What follows belongs to an exercise in optimizing a design on an open flow for small area, a short achievable clock period and few clock cycles per item; a production flow would make more cautious choices.
Power figures rest on the tool's default switching activity, not on a simulated workload.

== tundra ==
==> flow/design.v (excerpt) <==
module image_rotate_scatter_address
#(
    parameter int unsigned PIXEL_BITS = 32
) (
    input  logic                  i_clk,
    input  logic                  i_rst_n,
    input  logic                  i_cfg_wr_en,
    input  logic [IDX_W-1:0]      i_cfg_index,
    input  logic [CFG_W-1:0]      i_cfg_wdata,
    input  logic                  i_in_valid,
    output logic                  o_in_stall,
    input  logic [PIXEL_BITS-1:0] i_pixel_in,
    input  logic                  i_frame_start,
    output logic                  o_out_valid,
    input  logic                  i_out_stall,
    output logic [PIXEL_BITS-1:0] o_pixel_out,
    output logic [POS_W-1:0]      o_dest_col,
    output logic [POS_W-1:0]      o_dest_row,
    output logic [ADDR_W-1:0]     o_byte_address,
    output logic                  o_frame_last,
    output logic                  o_bad_rotation
);
clock: 10.0 ns
lec_check: 0
cap_margin: 20
core_margin: 2
core_utilization: 45
setup_slack_margin: 5
slew_margin: 20
tns_end_percent: 0
standard.sh (not shown) runs the stock make flow with config.mk's settings and CLKGATE_MAP_FILE= SYNTH_SCRIPT=/design/flow/synth_recipe.tcl, a recipe that flattens the netlist after the stock synthesis.
==> flow/flow/run.sh <==
#!/bin/bash
set -euo pipefail
CTS='-sink_clustering_enable -repair_clock_nets -dont_use_dummy_load -sink_clustering_size 25 -sink_clustering_max_diameter 60 -buf_list {sky130_fd_sc_hd__clkbuf_8 sky130_fd_sc_hd__clkbuf_16}'
bash standard.sh SETUP_SLACK_MARGIN=7 'BUFFER_PORTS_ARGS=-buffer_cell sky130_fd_sc_hd__buf_2' "CTS_ARGS=$CTS" finish > flow_make.log 2>&1
Changes in juniper relative to tundra:
==> flow/flow/run.sh <==
#!/bin/bash
set -euo pipefail
CTS='-sink_clustering_enable -repair_clock_nets -dont_use_dummy_load'
bash standard.sh SETUP_SLACK_MARGIN=7 'BUFFER_PORTS_ARGS=-buffer_cell sky130_fd_sc_hd__buf_2' "CTS_ARGS=$CTS" finish > flow_make.log 2>&1
### Flow results
Any difference in total number of clock tree sinks between juniper and tundra is small enough to ignore.
Taking tundra as the reference, in juniper clock power climbed 3.5%; post-route cell area neither gained nor lost much; final hold slack held; starting utilization of the core area held steady; total global routing track utilization moved up.
Detailed-route via count in juniper vs tundra: up about 0.6%
A highest metal layer with signal wires of met5 is what tundra shows, while met4 belongs to juniper.
The run showing the greater routed wire length is juniper.
Function was not checked in any run of this note: the RTL went through the layout flow alone.

== P ==
image_rotate_scatter_address, a different RTL version from the one above (not shown whole).
For scale: roughly 1500 cells after synthesis, ~240 flip-flops, ~140 I/O pins.
## image_rotate_scatter_address
module image_rotate_scatter_address
#(
    parameter int unsigned PIXEL_BITS = 32
) (
    input  logic                  i_clk,
    input  logic                  i_rst_n,
    input  logic                  i_cfg_wr_en,
    input  logic [IDX_W-1:0]      i_cfg_index,
    input  logic [CFG_W-1:0]      i_cfg_wdata,
    input  logic                  i_in_valid,
    output logic                  o_in_stall,
    input  logic [PIXEL_BITS-1:0] i_pixel_in,
    input  logic                  i_frame_start,
    output logic                  o_out_valid,
    input  logic                  i_out_stall,
    output logic [PIXEL_BITS-1:0] o_pixel_out,
    output logic [POS_W-1:0]      o_dest_col,
    output logic [POS_W-1:0]      o_dest_row,
    output logic [ADDR_W-1:0]     o_byte_address,
    output logic                  o_frame_last,
    output logic                  o_bad_rotation
);
==> flow/config.mk <==
export PLATFORM = sky130hd
export DESIGN_NAME = image_rotate_scatter_address
export DESIGN_NICKNAME = image_rotate_scatter_address
export VERILOG_FILES = /design/flow/design.v
export SDC_FILE = /design/flow/constraint.sdc
export NUM_CORES = 4
export LEC_CHECK = 0
export CAP_MARGIN = 20
export CORE_MARGIN = 2
export CORE_UTILIZATION = 60
export SETUP_SLACK_MARGIN = 5
export SLEW_MARGIN = 20
export TNS_END_PERCENT = 100
==> flow/constraint.sdc <==
create_clock -name core_clock -period 10.0 [get_ports {i_clk}]
set_input_delay 2.0000 -clock core_clock [delete_from_list [all_inputs] [get_ports {i_clk}]]
set_output_delay 2.0000 -clock core_clock [all_outputs]
set_load 0.01 [all_outputs]
==> flow/flow/run.sh <==
#!/bin/bash
set -euo pipefail
bash standard.sh SETUP_SLACK_MARGIN=7 finish > flow_make.log 2>&1
For Q, these inputs were changed with respect to P:
==> flow/run.sh (new file) <==
#!/bin/bash
# synth_recipe.tcl (not shown) runs the flow's synth.tcl, then flattens the netlist and writes it again
# the make line also repeats each setting of config.mk as NAME=value (left out here)
make -C /OpenROAD-flow-scripts/flow DESIGN_CONFIG=/design/flow/config.mk WORK_HOME=/design/flow/orfs CLKGATE_MAP_FILE= SYNTH_SCRIPT=/design/flow/synth_recipe.tcl finish
removed: flow/flow/run.sh
removed: flow/standard.sh
Findings:
Compared with P, Q shows wire length reported by the detailed router that has gone down by more than 10%. Worst slew margin relative to its limit: Q better than P. Of P and Q, the run reporting the lower final cell area excluding filler cells was Q. Sort P and Q by final critical-path share of the clock period desc -> top: Q.
No functional check of the RTL was part of any run of this note.

## what the ideal ports hide
No port has a modelled driver above. Below, the same layouts with a new extraction and two added sets of constraints. Step 1, drivers: a clkbuf_16 drives i_clk and a buf_2 each remaining input, both assumed. Step 2 adds t to the input delays and takes it off the output delays; t is the mean of the earliest and latest rising clock arrival at the registers after step 1. Input paths then give back, and output paths get back, about the clock's delay inside the block. a / b / c = ideal / step 1 / step 2; a / b = the first two.
| run | t (ns) | slack for setup (ns) | worst data-port slew with drivers (ns) |
|---|---|---|---|
| tundra | 0.574 | 6.417 / 6.417 / 5.924 | 0.07 |
| juniper | 0.591 | 6.445 / 6.445 / 5.929 | 0.07 |
| P | 0.571 | 6.362 / 6.362 / 6.270 | 0.08 |
| Q | 0.581 | 5.370 / 5.382 / 4.802 | 0.05 |
After both steps setup and hold are still met in every run listed. The setup slack of Q, which loses most, moves by +0.012 ns with the drivers and by -0.568 ns with both steps.
